What follows belongs to an exercise in optimizing a design on an open flow for small area and a short achievable clock period; a production flow would make more cautious choices. The RTL was checked by simulation tests, not by an equivalence proof against the original design. Power figures rest on the tool's default switching activity, not on a simulated workload.

==> module rgb_matrix_scan_driver, before the edit <==
module rgb_matrix_scan_driver
#(
   parameter int COLUMNS   = RMSD_COLUMNS,
   parameter int SCAN_ROWS = RMSD_SCAN_ROWS
) (
   input  logic                 clock,
   input  logic                 reset,
   input  logic                 req_valid,
   output logic                 req_ready,
   input  logic                 req_operation,
   input  logic [4:0]           req_pixel_row,
   input  logic [4:0]           req_pixel_column,
   input  logic [2:0]           req_pixel_color,
   output logic                 rsp_valid,
   input  logic                 rsp_ready,
   output logic [ROW_SEL_W-1:0] rsp_row_select,
   output logic [2:0]           rsp_upper_rgb,
   output logic [2:0]           rsp_lower_rgb,
   output logic                 rsp_shift_pulse,
   output logic                 rsp_latch_pulse,
   output logic                 rsp_output_enable,
   output logic                 rsp_frame_end
);
   localparam int ROW_W     = $clog2(SCAN_ROWS);
   localparam int COL_W     = $clog2(COLUMNS);
   localparam int RSP_SLOTS = 4;    
   logic             req_ready_ff;
   logic             s0_valid;
   logic             s0_op;
   logic [4:0]       s0_row;
   logic [4:0]       s0_col;
   logic [2:0]       s0_color;
   always_ff @(posedge clock) begin
      s0_valid <= !reset && req_valid && req_ready_ff;
      s0_op    <= req_operation;
      s0_row   <= req_pixel_row;
      s0_col   <= req_pixel_column;
      s0_color <= req_pixel_color;
   end
   logic             s0_tick;
   logic [ROW_W-1:0] scan_row;
   logic [COL_W-1:0] scan_col;
   logic             scan_latch;
   logic             scan_end;
   logic             wr_half;
   logic [ROW_W-1:0] wr_ring;
   logic [COL_W-1:0] wr_place;
   assign s0_tick = s0_valid && (s0_op == OP_TICK);
   rmsd_scan #(
      .COLUMNS   (COLUMNS),
      .SCAN_ROWS (SCAN_ROWS)
   ) u_scan (
      .clock    (clock),
      .reset    (reset),
      .tick     (s0_tick),
      .row      (scan_row),
      .col      (scan_col),
      .at_latch (scan_latch),
      .at_end   (scan_end)
   );
   rmsd_write #(
      .COLUMNS   (COLUMNS),
      .SCAN_ROWS (SCAN_ROWS)
   ) u_write (
      .pixel_row    (s0_row),
      .pixel_column (s0_col),
      .scan_row     (scan_row),
      .scan_col     (scan_col),
      .half         (wr_half),
      .ring         (wr_ring),
      .place        (wr_place)
   );
   logic [2*SCAN_ROWS-1:0] s1_row_ld;
   logic [COLUMNS-1:0]     s1_col_ld;
   logic [SCAN_ROWS-1:0]   s1_ring_sh;
   logic                   s1_shift;
   logic [2:0]             s1_color;
   logic                   s1_tick;
   logic                   s1_tail;
   logic [ROW_W-1:0]       s1_rd_ring;
   logic                   s0_wr;
   logic                   s0_shift;
   assign s0_wr    = s0_valid && (s0_op == OP_WRITE);
   assign s0_shift = s0_tick && !scan_latch && !scan_end;
   always_ff @(posedge clock) begin
      if (reset) begin
         s1_row_ld  <= '1;
         s1_col_ld  <= '1;
         s1_ring_sh <= '0;
         s1_shift   <= 1'b0;
         s1_color   <= 3'd0;
         s1_tick    <= 1'b0;
      end else begin
         for (int k = 0; k < 2 * SCAN_ROWS; k++) begin
            s1_row_ld[k] <= s0_wr && ({wr_half, wr_ring} == k);
         end
         for (int j = 0; j < COLUMNS; j++) begin
            s1_col_ld[j] <= s0_wr && (wr_place == j);
         end
         for (int r = 0; r < SCAN_ROWS; r++) begin
            s1_ring_sh[r] <= s0_shift && (scan_row == r);
         end
         s1_shift <= s0_shift;
         s1_color <= s0_color;
         s1_tick  <= s0_tick;
      end
      s1_tail    <= scan_latch || scan_end;
      s1_rd_ring <= scan_row;
   end
   logic [2:0] upper_rd;
   logic [2:0] lower_rd;
   rmsd_ram #(
      .COLUMNS   (COLUMNS),
      .SCAN_ROWS (SCAN_ROWS)
   ) u_ram (
      .clock    (clock),
      .row_ld   (s1_row_ld),
      .col_ld   (s1_col_ld),
      .ring_sh  (s1_ring_sh),
      .shift    (s1_shift),
      .color    (s1_color),
      .rd_ring  (s1_rd_ring),
      .rd_tail  (s1_tail),
      .upper_rd (upper_rd),
      .lower_rd (lower_rd)
   );
   logic [5:0]           q_data [RSP_SLOTS];
   logic [RSP_SLOTS-1:0] q_full;
   logic [RSP_SLOTS-1:0] q_kept;    
   logic                 pop;
   assign pop    = q_full[0] && rsp_ready;
   assign q_kept = pop ? (q_full >> 1) : q_full;
   always_ff @(posedge clock) begin
      for (int i = 0; i < RSP_SLOTS; i++) begin
         if (s1_tick && !q_kept[i] && (i == 0 || q_kept[(i + RSP_SLOTS - 1) % RSP_SLOTS])) begin
            q_data[i] <= {upper_rd, lower_rd};
         end else if (pop) begin
            q_data[i] <= q_data[(i + 1) % RSP_SLOTS];
         end
      end
      if (reset) begin
         q_full <= '0;
      end else begin
         for (int i = 0; i < RSP_SLOTS; i++) begin
            q_full[i] <= q_kept[i] || (s1_tick && (i == 0 || q_kept[(i + RSP_SLOTS - 1) % RSP_SLOTS]));
         end
      end
   end
   logic [RSP_SLOTS-1:0] pending;
   logic [RSP_SLOTS-1:0] pending_in;
   logic                 acc_tick;
   assign acc_tick = req_valid && req_ready_ff && (req_operation == OP_TICK);
   always_comb begin
      pending_in = pending;
      if (acc_tick && !pop) begin
         pending_in = {pending[RSP_SLOTS-2:0], 1'b1};
      end else if (pop && !acc_tick) begin
         pending_in = {1'b0, pending[RSP_SLOTS-1:1]};
      end
   end
   always_ff @(posedge clock) begin
      if (reset) begin
         pending      <= '0;
         req_ready_ff <= 1'b0;
      end else begin
         pending      <= pending_in;
         req_ready_ff <= !pending_in[RSP_SLOTS-1];
      end
   end
   logic [ROW_W-1:0] o_row;
   logic [COL_W-1:0] o_col;
   logic             o_shift;
   logic             o_latch;
   logic             o_end;
   always_ff @(posedge clock) begin
      if (reset) begin
         o_row   <= '0;
         o_col   <= '0;
         o_shift <= 1'b1;
         o_latch <= 1'b0;
         o_end   <= 1'b0;
      end else if (pop) begin
         if (o_end) begin
            o_end   <= 1'b0;
            o_shift <= 1'b1;
            o_row   <= '0;
         end else if (o_latch) begin
            o_latch <= 1'b0;
            if (o_row == ROW_W'(SCAN_ROWS - 1)) begin
               o_end <= 1'b1;
            end else begin
               o_shift <= 1'b1;
               o_row   <= o_row + 1'b1;
            end
         end else begin
            o_col <= o_col + 1'b1;
            if (o_col == COL_W'(COLUMNS - 1)) begin
               o_shift <= 1'b0;
               o_latch <= 1'b1;
            end
         end
      end
   end
   assign req_ready         = req_ready_ff;
   assign rsp_valid         = q_full[0];
   assign rsp_row_select    = o_row;
   assign rsp_upper_rgb     = q_data[0][5:3];
   assign rsp_lower_rgb     = q_data[0][2:0];
   assign rsp_shift_pulse   = o_shift;
   assign rsp_latch_pulse   = o_latch;
   assign rsp_output_enable = o_end;
   assign rsp_frame_end     = o_end;
endmodule
export LEC_CHECK = 0
export CAP_MARGIN = 20
export CORE_MARGIN = 2
export CORE_UTILIZATION = 40
export CTS_BUF_LIST = sky130_fd_sc_hd__clkbuf_16
export CTS_CLUSTER_DIAMETER = 80
export CTS_CLUSTER_SIZE = 30
export PLACE_DENSITY = 0.5
export SETUP_SLACK_MARGIN = 5
export SLEW_MARGIN = 20
create_clock -name core_clock -period 8.5 [get_ports {clock}]
standard.sh (not shown) runs the stock make flow with config.mk's settings and CLKGATE_MAP_FILE= SYNTH_SCRIPT=/design/flow/synth_recipe.tcl, a recipe that flattens the netlist after the stock synthesis.
==> flow/flow/run.sh <==
#!/bin/bash
set -euo pipefail
bash standard.sh SETUP_SLACK_MARGIN=5.7 MATCH_CELL_FOOTPRINT=0 finish > flow.log 2>&1
The starting point finished with timing, DRC and antenna clean.
==> next run, changes <==
--- a/flow/design.v
+++ b/flow/design.v
@@ -295,28 +295,40 @@
       .rd_tail  (s1_tail),
       .upper_rd (upper_rd),
       .lower_rd (lower_rd)
    );
-   logic [5:0]           q_data [RSP_SLOTS];
-   logic [RSP_SLOTS-1:0] q_full;
-   logic [RSP_SLOTS-1:0] q_kept;    
-   logic                 pop;
-   assign pop    = q_full[0] && rsp_ready;
-   assign q_kept = pop ? (q_full >> 1) : q_full;
+   localparam int PTR_W = $clog2(RSP_SLOTS);
+   logic [5:0]       q_data [RSP_SLOTS];
+   logic [PTR_W-1:0] q_head;
+   logic [PTR_W-1:0] q_tail;
+   logic [PTR_W:0]   q_count;
+   logic [PTR_W-1:0] q_head_in;
+   logic [PTR_W:0]   q_left;      
+   logic             rsp_valid_ff;
+   logic [5:0]       rsp_rgb_ff;
+   logic             pop;
+   assign pop       = rsp_valid_ff && rsp_ready;
+   assign q_head_in = q_head + PTR_W'(pop);
+   assign q_left    = q_count - (PTR_W+1)'(pop);
    always_ff @(posedge clock) begin
-      for (int i = 0; i < RSP_SLOTS; i++) begin
-         if (s1_tick && !q_kept[i] && (i == 0 || q_kept[(i + RSP_SLOTS - 1) % RSP_SLOTS])) begin
-            q_data[i] <= {upper_rd, lower_rd};
-         end else if (pop) begin
-            q_data[i] <= q_data[(i + 1) % RSP_SLOTS];
-         end
+      if (s1_tick) begin
+         q_data[q_tail] <= {upper_rd, lower_rd};
+      end
+      if (s1_tick && (q_left == '0)) begin
+         rsp_rgb_ff <= {upper_rd, lower_rd};
+      end else begin
+         rsp_rgb_ff <= q_data[q_head_in];
       end
       if (reset) begin
-         q_full <= '0;
+         q_head       <= '0;
+         q_tail       <= '0;
+         q_count      <= '0;
+         rsp_valid_ff <= 1'b0;
       end else begin
-         for (int i = 0; i < RSP_SLOTS; i++) begin
-            q_full[i] <= q_kept[i] || (s1_tick && (i == 0 || q_kept[(i + RSP_SLOTS - 1) % RSP_SLOTS]));
-         end
+         q_head       <= q_head_in;
+         q_tail       <= q_tail + PTR_W'(s1_tick);
+         q_count      <= q_left + (PTR_W+1)'(s1_tick);
+         rsp_valid_ff <= (q_left != '0) || s1_tick;
       end
    end
    logic [RSP_SLOTS-1:0] pending;
    logic [RSP_SLOTS-1:0] pending_in;
@@ -373,12 +385,12 @@
          end
       end
    end
    assign req_ready         = req_ready_ff;
-   assign rsp_valid         = q_full[0];
+   assign rsp_valid         = rsp_valid_ff;
    assign rsp_row_select    = o_row;
-   assign rsp_upper_rgb     = q_data[0][5:3];
-   assign rsp_lower_rgb     = q_data[0][2:0];
+   assign rsp_upper_rgb     = rsp_rgb_ff[5:3];
+   assign rsp_lower_rgb     = rsp_rgb_ff[2:0];
    assign rsp_shift_pulse   = o_shift;
    assign rsp_latch_pulse   = o_latch;
    assign rsp_output_enable = o_end;
    assign rsp_frame_end     = o_end;
Clock skew increases by 0.026 ns. Sequential share of layout area grows by 0.17 points. Routed wire length falls by 2.7%. Core utilization stays flat. Cell area hardly moves. Count of clock-buffer cells in the layout goes down by 2. Sequential cell count rose by 10. Combinational power increases by about 8%.

[what the ideal ports hide]
How much do the figures lean on ideal ports? The routed layouts below were timed once more, with nothing changed but the port constraints. Step 1 assumes that a clkbuf_16 drives the clock port and a buf_2 every other input. Step 2 adds t to the input delays and takes it off the output delays; t is the mean of the earliest and latest rising clock arrival at the registers after step 1. Input paths then give back, and output paths get back, about the clock's delay inside the block. Three values: no drivers, after step 1, after step 2; two values: the first two.
run	t, ns	setup slack, ns	worst setup path at the end	worst register clock-pin slew, ns	cell pins on the clock port's net
the first run	0.965	5.225 / 5.128 / 4.981	input to register	0.12 / 0.12	1
the second run	0.966	5.421 / 5.322 / 4.852	input to register	0.12 / 0.12	1
After both steps setup and hold are still met in every run listed. The setup slack of the second run, which loses most, moves by -0.099 ns with the drivers and by -0.569 ns with both steps.
